This design comes from an exercise in tuning for small area on the open sky130 flow, not from production work.
At most, simulation tests tie the RTL to the original design; equivalence was not proved.
No activity file was given, so power comes from the tool's default toggle rates.

==> cedar <==
## pe_top
module pe_top
(
    input  logic         clk,
    input  logic         rst_n,            
    input  logic [65:0]  instr_i,          
    input  logic         instr_valid_i,
    output logic         instr_ready_o,
    input  logic [33:0]  fwd1_i,           
    input  logic [33:0]  fwd2_i,
    output logic         wb_cyc_o,
    output logic         wb_stb_o,
    output logic         wb_we_o,
    output logic [31:0]  wb_adr_o,
    output logic [31:0]  wb_dat_o,
    output logic [3:0]   wb_sel_o,
    input  logic         wb_ack_i,
    input  logic [31:0]  wb_dat_i,
    output logic [31:0]  result_o,
    output logic [8:0]   tgt1_o,           
    output logic [8:0]   tgt2_o,
    output logic         branch_o,
    output logic         term_o,
    output logic         done_o,
    output logic [5:0]   icount_o
);
    localparam logic [1:0] S_IDLE  = 2'd0;    
    localparam logic [1:0] S_SETUP = 2'd1;    
    localparam logic [1:0] S_EXEC  = 2'd2;    
    localparam logic [1:0] S_POST  = 2'd3;    
    logic [2:0]   i_op;
    logic [3:0]   i_fn;
    logic         i_immab;
    logic [5:0]   i_immlo;
    logic [25:0]  i_immhi;
    logic [9:0]   i_off;
  ...
export LEC_CHECK = 0
export CAP_MARGIN = 20
export CORE_MARGIN = 2
export CORE_UTILIZATION = 40
export SLEW_MARGIN = 20
create_clock -name core_clock -period 7.0 [get_ports {clk}]
standard.sh (not shown) runs the stock make flow with config.mk's settings and CLKGATE_MAP_FILE= SYNTH_SCRIPT=/design/flow/synth_recipe.tcl, a recipe that flattens the netlist after the stock synthesis.
==> flow/flow/run.sh <==
#!/bin/bash
# The standard layout (standard.sh) with these changes:
#  - synthesis maps the logic with an area-oriented ABC script (flow/area.abc) in place of
#    ORFS's speed script; everything else in synth_recipe.tcl is kept as it is
#  - the port buffers are the smallest buffer cell, sky130_fd_sc_hd__buf_1
#  - clock tree synthesis gets its arguments from CTS_ARGS: small clock buffers, no dummy loads
# Each ORFS step keeps its own log under orfs/logs; the make output goes to standard.log.
set -o pipefail
W=$(pwd)
{
  echo 'proc abc {args} {'
  echo '  set i [lsearch -exact $args -script]'
  echo '  if { $i >= 0 } { set args [lreplace $args [expr {$i + 1}] [expr {$i + 1}] $::env(MY_ABC_SCRIPT)] }'
  echo '  yosys abc {*}$args'
  echo '}'
  cat synth_recipe.tcl
} > my_synth.tcl
sed "s#SYNTH_SCRIPT=[^ ]*#SYNTH_SCRIPT=$W/my_synth.tcl#" standard.sh > my_standard.sh
export MY_ABC_SCRIPT=$W/flow/area.abc
export BUFFER_PORTS_ARGS="-buffer_cell sky130_fd_sc_hd__buf_1"
export CTS_ARGS="-sink_clustering_enable -repair_clock_nets -buf_list sky130_fd_sc_hd__clkbuf_4 -root_buf sky130_fd_sc_hd__clkbuf_8 -dont_use_dummy_load"
bash my_standard.sh > standard.log 2>&1
status=$?
tail -20 standard.log
exit $status
==> flow/flow/area.abc <==
&get -n
&st
&dch
&nf -R 1000
&put
==> violet: changes against cedar <==
--- a/flow/design.v
+++ b/flow/design.v
@@ -119,52 +119,50 @@
                 4'd1:        w = a & b;
                 4'd2:        w = a ^ b;
                 4'd3, 4'd4:  w = sum;
                 4'd7:        w = r2[0];    
                 4'd9:        w = r1[31];   
                 default:     w = 1'b0;
             endcase
     end
-    logic  sx, k1, k2;    
-    assign sx = (fn_q == 4'd1) ? wb_dat_i[7] : (fn_q == 4'd2) ? wb_dat_i[15] : 1'b0;
-    assign k1 = !(fn_q == 4'd1 || fn_q == 4'd4);
-    assign k2 = k1 && !(fn_q == 4'd2 || fn_q == 4'd5);
+    logic [31:0]  ext;
+    logic         sx;
+    always_comb
+    begin
+        sx  = (fn_q == 4'd1) ? wb_dat_i[7] : (fn_q == 4'd2) ? wb_dat_i[15] : 1'b0;
+        ext = wb_dat_i;
+        case (fn_q)
+            4'd1, 4'd4:  ext[31:8]  = {24{sx}};
+            4'd2, 4'd5:  ext[31:16] = {16{sx}};
+            default:     ;
+        endcase
+    end
     logic  ld1, post, fin;
     assign post = (st == S_POST);
     assign fin  = post && !cyc_q;
     assign ld1  = accept || (st == S_SETUP && q_sll) || (fin && !(q_alu || q_ld));
-    logic         cap, ck1, ck2, cf1, cf2, h1, h2, h2hi, s1imh, s2imh;
+    logic         cap, h1, h2, h2hi, s1imh, s2imh;
     logic [31:0]  sh1, sh2;
     assign cap   = cyc_q && wb_ack_i;
-    assign ck1   = cap && k1;
-    assign ck2   = cap && k2;
-    assign cf1   = cap && !k1 && sx;
-    assign cf2   = cap && !k2 && sx;
     assign h1    = !(ld1 || cap || step);
     assign h2    = !(accept || step);
     assign s1imh = s1im && prefix_q;
     assign s2imh = s2im && prefix_q;
     assign h2hi  = h2 || s2imh;    
     assign sh1   = {w, r1[31:2], (last && q_slt) ? lt : r1[1]};
     assign sh2   = {r2[0], r2[31:1]};
     always_ff @(posedge clk)
     begin
-        r1[5:0]   <= ({6{s1f1}} & fwd1_i[5:0]) | ({6{s1f2}} & fwd2_i[5:0]) |
-                     ({6{s1im}} & i_immlo) | ({6{cap}} & wb_dat_i[5:0]) |
-                     ({6{step}} & sh1[5:0]) | ({6{h1}} & r1[5:0]);
-        r1[7:6]   <= ({2{s1f1}} & fwd1_i[7:6]) | ({2{s1f2}} & fwd2_i[7:6]) |
-                     ({2{s1imh}} & r2[7:6]) | ({2{cap}} & wb_dat_i[7:6]) |
-                     ({2{step}} & sh1[7:6]) | ({2{h1}} & r1[7:6]);
-        r1[15:8]  <= ({8{s1f1}} & fwd1_i[15:8]) | ({8{s1f2}} & fwd2_i[15:8]) |
-                     ({8{s1imh}} & r2[15:8]) | ({8{ck1}} & wb_dat_i[15:8]) | {8{cf1}} |
-                     ({8{step}} & sh1[15:8]) | ({8{h1}} & r1[15:8]);
-        r1[31:16] <= ({16{s1f1}} & fwd1_i[31:16]) | ({16{s1f2}} & fwd2_i[31:16]) |
-                     ({16{s1imh}} & r2[31:16]) | ({16{ck2}} & wb_dat_i[31:16]) | {16{cf2}} |
-                     ({16{step}} & sh1[31:16]) | ({16{h1}} & r1[31:16]);
+        r1[5:0]  <= ({6{s1f1}} & fwd1_i[5:0]) | ({6{s1f2}} & fwd2_i[5:0]) |
+                    ({6{s1im}} & i_immlo) | ({6{cap}} & ext[5:0]) | ({6{step}} & sh1[5:0]) |
+                    ({6{h1}} & r1[5:0]);
+        r1[31:6] <= ({26{s1f1}} & fwd1_i[31:6]) | ({26{s1f2}} & fwd2_i[31:6]) |
+                    ({26{s1imh}} & r2[31:6]) | ({26{cap}} & ext[31:6]) |
+                    ({26{step}} & sh1[31:6]) | ({26{h1}} & r1[31:6]);
     end
     always_ff @(posedge clk)
     begin
         r2[5:0]  <= ({6{s2f1}} & fwd1_i[5:0]) | ({6{s2f2}} & fwd2_i[5:0]) |
                     ({6{s2im}} & i_immlo) | ({6{step}} & sh2[5:0]) | ({6{h2}} & r2[5:0]);
         r2[31:6] <= ({26{s2f1}} & fwd1_i[31:6]) | ({26{s2f2}} & fwd2_i[31:6]) |
                     ({26{s2pre}} & i_immhi) | ({26{step}} & sh2[31:6]) |
                     ({26{h2hi}} & r2[31:6]);
@@ -207,28 +205,29 @@
     always_ff @(posedge clk)
     begin
         if (!rst_n)
         begin
             st       <= S_IDLE;
             cyc_q    <= 1'b0;
             done_q   <= 1'b0;
             prefix_q <= 1'b0;
+            icnt     <= 6'd0;
         end
         else
         begin
             done_q <= fin;
             if (accept)
                 prefix_q <= i_pre;
             case (st)
                 S_IDLE:
                     if (accept)
                     begin
                         if (i_pre)
-                            st <= S_IDLE;    
+                            icnt <= icnt + 6'd1;
                         else if (i_sh)
                             st <= S_SETUP;
                         else if (i_run)
                             st <= S_EXEC;
                         else
                             st <= S_POST;
                     end
                 S_SETUP: st <= S_EXEC;
@@ -242,26 +241,24 @@
                     if (cyc_q)
                     begin
                         if (wb_ack_i)
                             cyc_q <= 1'b0;
                     end
                     else
                     begin
                         st <= S_IDLE;
+                        if (take)
+                            icnt <= tg_q[15:10];
+                        else if (!q_term)
+                            icnt <= icnt + 6'd1;
                     end
             endcase
         end
     end
-    logic  ic_ld, ic_inc, ic_hold;
-    assign ic_ld   = rst_n && fin && take;
-    assign ic_inc  = rst_n && ((accept && i_pre) || (fin && !take && !q_term));
-    assign ic_hold = rst_n && !ic_ld && !ic_inc;
-    always_ff @(posedge clk)
-        icnt <= ({6{ic_ld}} & tg_q[15:10]) | ({6{ic_inc}} & (icnt + 6'd1)) | ({6{ic_hold}} & icnt);
     assign instr_ready_o = idle;
     assign wb_cyc_o      = cyc_q;
     assign wb_stb_o      = cyc_q;
     assign wb_we_o       = q_st;
     assign wb_adr_o      = r1;
     assign wb_dat_o      = r2;
     assign wb_sel_o      = (fn_q == 4'd1 || fn_q == 4'd4) ? 4'b0001 :
                            (fn_q == 4'd2 || fn_q == 4'd5) ? 4'b0011 : 4'b1111;
==> flow/flow/run.sh (replaced) <==
#!/bin/bash
# The standard layout (standard.sh) with two changes:
#  - synthesis maps the logic with an area-oriented ABC script (flow/area.abc) in place of
#    ORFS's speed script; everything else in synth_recipe.tcl is kept as it is
#  - the port buffers are the smallest buffer cell, sky130_fd_sc_hd__buf_1
# Each ORFS step keeps its own log under orfs/logs; the make output goes to standard.log.
set -o pipefail
W=$(pwd)
{
  echo 'proc abc {args} {'
  echo '  set i [lsearch -exact $args -script]'
  echo '  if { $i >= 0 } { set args [lreplace $args [expr {$i + 1}] [expr {$i + 1}] $::env(MY_ABC_SCRIPT)] }'
  echo '  yosys abc {*}$args'
  echo '}'
  cat synth_recipe.tcl
} > my_synth.tcl
sed "s#SYNTH_SCRIPT=[^ ]*#SYNTH_SCRIPT=$W/my_synth.tcl#" standard.sh > my_standard.sh
export MY_ABC_SCRIPT=$W/flow/area.abc
export BUFFER_PORTS_ARGS="-buffer_cell sky130_fd_sc_hd__buf_1"
bash my_standard.sh > standard.log 2>&1
status=$?
tail -20 standard.log
exit $status
Settings changed: CORE_UTILIZATION 40 to 65, CTS_BUF_LIST set to sky130_fd_sc_hd__clkbuf_4 sky130_fd_sc_hd__clkbuf_8, PLACE_DENSITY set to 0.75.
==> maple: changes against cedar <==
--- a/flow/design.v
+++ b/flow/design.v
@@ -67,33 +67,35 @@
     assign i_pre  = (i_op == 3'b100);
     assign i_alu  = (i_op == 3'b000);
     assign i_sh   = i_alu && (i_fn == 4'd7 || i_fn == 4'd8 || i_fn == 4'd9);
     assign i_sll  = i_alu && (i_fn == 4'd7);
     assign i_run  = (i_alu && !i_sh) || i_op == 3'b001 || i_op == 3'b010;
     logic  f1a, f1b, f2a, f2b;
     logic  aF1, aF2, aIm, bF1, bF2, bIm;
     logic  s1f1, s1f2, s1im, s2f1, s2f2, s2im, s2pre;
+    logic [31:0] imm;
     assign f1a = (fwd1_i[33:32] == 2'b10);
     assign f1b = (fwd1_i[33:32] == 2'b11);
     assign f2a = (fwd2_i[33:32] == 2'b10);
     assign f2b = (fwd2_i[33:32] == 2'b11);
     assign aF1 = f1a;
     assign aF2 = !f1a && f2a;
     assign aIm = !f1a && !f2a && !i_immab;
     assign bF1 = f1b;
     assign bF2 = !f1b && f2b;
     assign bIm = !f1b && !f2b && i_immab;
     assign s1f1  = idle && (i_sll ? bF1 : aF1);
     assign s1f2  = idle && (i_sll ? bF2 : aF2);
     assign s1im  = idle && (i_sll ? bIm : aIm);
-    assign s2f1  = idle && !i_pre && (i_sll ? aF1 : bF1);
-    assign s2f2  = idle && !i_pre && (i_sll ? aF2 : bF2);
-    assign s2im  = idle && !i_pre && (i_sll ? aIm : bIm);
-    assign s2pre = idle && i_pre;
+    assign s2f1  = !i_pre && (i_sll ? aF1 : bF1);
+    assign s2f2  = !i_pre && (i_sll ? aF2 : bF2);
+    assign s2im  = !i_pre && (i_sll ? aIm : bIm);
+    assign s2pre = i_pre;
+    assign imm = {(prefix_q ? r2[31:6] : 26'd0), i_immlo};
     logic  q_alu, q_ld, q_st, q_mem, q_term, q_shr, q_sll, q_inv, q_slt;
     assign q_alu  = (op_q == 3'b000);
     assign q_ld   = (op_q == 3'b001);
     assign q_st   = (op_q == 3'b010);
     assign q_mem  = q_ld || q_st;
     assign q_term = (op_q == 3'b101) && (fn_q == 4'd4);
     assign q_sll  = q_alu && (fn_q == 4'd7);
     assign q_shr  = q_alu && (fn_q == 4'd8 || fn_q == 4'd9);
@@ -119,60 +121,55 @@
                 4'd1:        w = a & b;
                 4'd2:        w = a ^ b;
                 4'd3, 4'd4:  w = sum;
                 4'd7:        w = r2[0];    
                 4'd9:        w = r1[31];   
                 default:     w = 1'b0;
             endcase
     end
-    logic  sx, k1, k2;    
-    assign sx = (fn_q == 4'd1) ? wb_dat_i[7] : (fn_q == 4'd2) ? wb_dat_i[15] : 1'b0;
-    assign k1 = !(fn_q == 4'd1 || fn_q == 4'd4);
-    assign k2 = k1 && !(fn_q == 4'd2 || fn_q == 4'd5);
+    logic [31:0]  ext;
+    logic         sx;
+    always_comb
+    begin
+        sx  = (fn_q == 4'd1) ? wb_dat_i[7] : (fn_q == 4'd2) ? wb_dat_i[15] : 1'b0;
+        ext = wb_dat_i;
+        case (fn_q)
+            4'd1, 4'd4:  ext[31:8]  = {24{sx}};
+            4'd2, 4'd5:  ext[31:16] = {16{sx}};
+            default:     ;
+        endcase
+    end
     logic  ld1, post, fin;
     assign post = (st == S_POST);
     assign fin  = post && !cyc_q;
     assign ld1  = accept || (st == S_SETUP && q_sll) || (fin && !(q_alu || q_ld));
-    logic         cap, ck1, ck2, cf1, cf2, h1, h2, h2hi, s1imh, s2imh;
-    logic [31:0]  sh1, sh2;
-    assign cap   = cyc_q && wb_ack_i;
-    assign ck1   = cap && k1;
-    assign ck2   = cap && k2;
-    assign cf1   = cap && !k1 && sx;
-    assign cf2   = cap && !k2 && sx;
-    assign h1    = !(ld1 || cap || step);
-    assign h2    = !(accept || step);
-    assign s1imh = s1im && prefix_q;
-    assign s2imh = s2im && prefix_q;
-    assign h2hi  = h2 || s2imh;    
-    assign sh1   = {w, r1[31:2], (last && q_slt) ? lt : r1[1]};
-    assign sh2   = {r2[0], r2[31:1]};
-    always_ff @(posedge clk)
-    begin
-        r1[5:0]   <= ({6{s1f1}} & fwd1_i[5:0]) | ({6{s1f2}} & fwd2_i[5:0]) |
-                     ({6{s1im}} & i_immlo) | ({6{cap}} & wb_dat_i[5:0]) |
-                     ({6{step}} & sh1[5:0]) | ({6{h1}} & r1[5:0]);
-        r1[7:6]   <= ({2{s1f1}} & fwd1_i[7:6]) | ({2{s1f2}} & fwd2_i[7:6]) |
-                     ({2{s1imh}} & r2[7:6]) | ({2{cap}} & wb_dat_i[7:6]) |
-                     ({2{step}} & sh1[7:6]) | ({2{h1}} & r1[7:6]);
-        r1[15:8]  <= ({8{s1f1}} & fwd1_i[15:8]) | ({8{s1f2}} & fwd2_i[15:8]) |
-                     ({8{s1imh}} & r2[15:8]) | ({8{ck1}} & wb_dat_i[15:8]) | {8{cf1}} |
-                     ({8{step}} & sh1[15:8]) | ({8{h1}} & r1[15:8]);
-        r1[31:16] <= ({16{s1f1}} & fwd1_i[31:16]) | ({16{s1f2}} & fwd2_i[31:16]) |
-                     ({16{s1imh}} & r2[31:16]) | ({16{ck2}} & wb_dat_i[31:16]) | {16{cf2}} |
-                     ({16{step}} & sh1[31:16]) | ({16{h1}} & r1[31:16]);
-    end
-    always_ff @(posedge clk)
-    begin
-        r2[5:0]  <= ({6{s2f1}} & fwd1_i[5:0]) | ({6{s2f2}} & fwd2_i[5:0]) |
-                    ({6{s2im}} & i_immlo) | ({6{step}} & sh2[5:0]) | ({6{h2}} & r2[5:0]);
-        r2[31:6] <= ({26{s2f1}} & fwd1_i[31:6]) | ({26{s2f2}} & fwd2_i[31:6]) |
-                    ({26{s2pre}} & i_immhi) | ({26{step}} & sh2[31:6]) |
-                    ({26{h2hi}} & r2[31:6]);
+    always_ff @(posedge clk)
+    begin
+        if (ld1)
+            r1 <= ({32{s1f1}} & fwd1_i[31:0]) | ({32{s1f2}} & fwd2_i[31:0]) | ({32{s1im}} & imm);
+        else if (cyc_q && wb_ack_i)
+            r1 <= ext;
+        else if (step)
+        begin
+            r1 <= {w, r1[31:1]};
+            if (last && q_slt)
+                r1[0] <= lt;
+        end
+    end
+    always_ff @(posedge clk)
+    begin
+        if (accept)
+        begin
+            r2 <= ({32{s2f1}} & fwd1_i[31:0]) | ({32{s2f2}} & fwd2_i[31:0]) | ({32{s2im}} & imm);
+            if (s2pre)
+                r2[31:6] <= i_immhi;
+        end
+        else if (step)
+            r2 <= {r2[0], r2[31:1]};
     end
     always_ff @(posedge clk)
     begin
         if (accept)
         begin
             op_q <= i_op;
             fn_q <= i_fn;
             tg_q <= instr_i[15:0];
@@ -207,28 +204,29 @@
     always_ff @(posedge clk)
     begin
         if (!rst_n)
         begin
             st       <= S_IDLE;
             cyc_q    <= 1'b0;
             done_q   <= 1'b0;
             prefix_q <= 1'b0;
+            icnt     <= 6'd0;
         end
         else
         begin
             done_q <= fin;
             if (accept)
                 prefix_q <= i_pre;
             case (st)
                 S_IDLE:
                     if (accept)
                     begin
                         if (i_pre)
-                            st <= S_IDLE;    
+                            icnt <= icnt + 6'd1;
                         else if (i_sh)
                             st <= S_SETUP;
                         else if (i_run)
                             st <= S_EXEC;
                         else
                             st <= S_POST;
                     end
                 S_SETUP: st <= S_EXEC;
@@ -242,26 +240,24 @@
                     if (cyc_q)
                     begin
                         if (wb_ack_i)
                             cyc_q <= 1'b0;
                     end
                     else
                     begin
                         st <= S_IDLE;
+                        if (take)
+                            icnt <= tg_q[15:10];
+                        else if (!q_term)
+                            icnt <= icnt + 6'd1;
                     end
             endcase
         end
     end
-    logic  ic_ld, ic_inc, ic_hold;
-    assign ic_ld   = rst_n && fin && take;
-    assign ic_inc  = rst_n && ((accept && i_pre) || (fin && !take && !q_term));
-    assign ic_hold = rst_n && !ic_ld && !ic_inc;
-    always_ff @(posedge clk)
-        icnt <= ({6{ic_ld}} & tg_q[15:10]) | ({6{ic_inc}} & (icnt + 6'd1)) | ({6{ic_hold}} & icnt);
     assign instr_ready_o = idle;
     assign wb_cyc_o      = cyc_q;
     assign wb_stb_o      = cyc_q;
     assign wb_we_o       = q_st;
     assign wb_adr_o      = r1;
     assign wb_dat_o      = r2;
     assign wb_sel_o      = (fn_q == 4'd1 || fn_q == 4'd4) ? 4'b0001 :
                            (fn_q == 4'd2 || fn_q == 4'd5) ? 4'b0011 : 4'b1111;
==> flow/flow/run.sh (replaced) <==
#!/bin/bash
# Standard layout, with the port buffers made of the smallest buffer cell.
cp standard.sh standard_sh.log
export BUFFER_PORTS_ARGS="-buffer_cell sky130_fd_sc_hd__buf_1"
bash standard.sh > standard.log 2>&1
status=$?
tail -20 standard.log
exit $status
removed: flow/flow/area.abc
==> qor summary <==
metric	cedar	violet	maple
Met2 track utilization from global routing	46.5%	68.4%	40.2%
Setup slack on the worst flop-to-flop path	3.32 ns	3.24 ns	3.12 ns
Met1 track demand over resource	37.3%	49.4%	38.4%
Via total after detailed routing	6570	7072	7326
Setup slack after layout	3.15 ns	2.44 ns	3.03 ns
Proportion of power drawn by flip-flops and latches	44.0%	38.8%	37.8%
Post-synth top flop	sky130_fd_sc_hd__dfxtp_1	sky130_fd_sc_hd__dfxtp_1	sky130_fd_sc_hd__edfxtp_1
Pwr dens	424 nW/um2	465 nW/um2	458 nW/um2
Number of tapcells	180	108	225
Met3 usage in global routing	5.99%	9.74%	6.91%
Combinational share of power	44.8%	42.8%	39.8%
Result of the run	complete, no violations	complete, no violations	complete, no violations
Kind of end point of the critical path	flip-flop	output port	flip-flop
Function not checked in violet: the RTL went through the layout flow alone.

[re-timing with driven ports]
No port has a modelled driver above. Below, the same layouts with a new extraction and two added sets of constraints. Step 1 (the two cells are an assumption about what drives the block):
set clk [get_ports {clk}]
set_driving_cell -lib_cell sky130_fd_sc_hd__clkbuf_16 $clk
set_driving_cell -lib_cell sky130_fd_sc_hd__buf_2 [delete_from_list [all_inputs] $clk]
Step 2, shift: input delay + t, output delay - t, t = (earliest + latest rising clock arrival at the registers) / 2. This alone moves slack from input paths to output paths. Slacks: ideal ports / drivers / drivers and shift; pairs: ideal ports / drivers.
| run | shift t [ns] | setup slack, ns | worst hold slack (ns) | latest minus earliest clock arrival (ns) |
|---|---|---|---|---|
| cedar | 0.435 | 3.152 / 3.169 / 2.734 | 0.432 / 0.432 / 0.432 | 0.051 / 0.051 |
| violet | 0.451 | 2.437 / 2.407 / 2.035 | 0.427 / 0.427 / 0.427 | 0.017 / 0.016 |
| maple | 0.464 | 3.032 / 3.056 / 2.592 | 0.421 / 0.421 / 0.421 | 0.006 / 0.006 |
After both steps setup and hold are still met in every run listed. For maple, which loses most, drivers alone change the setup slack by +0.024 ns; drivers and shift together by -0.440 ns.
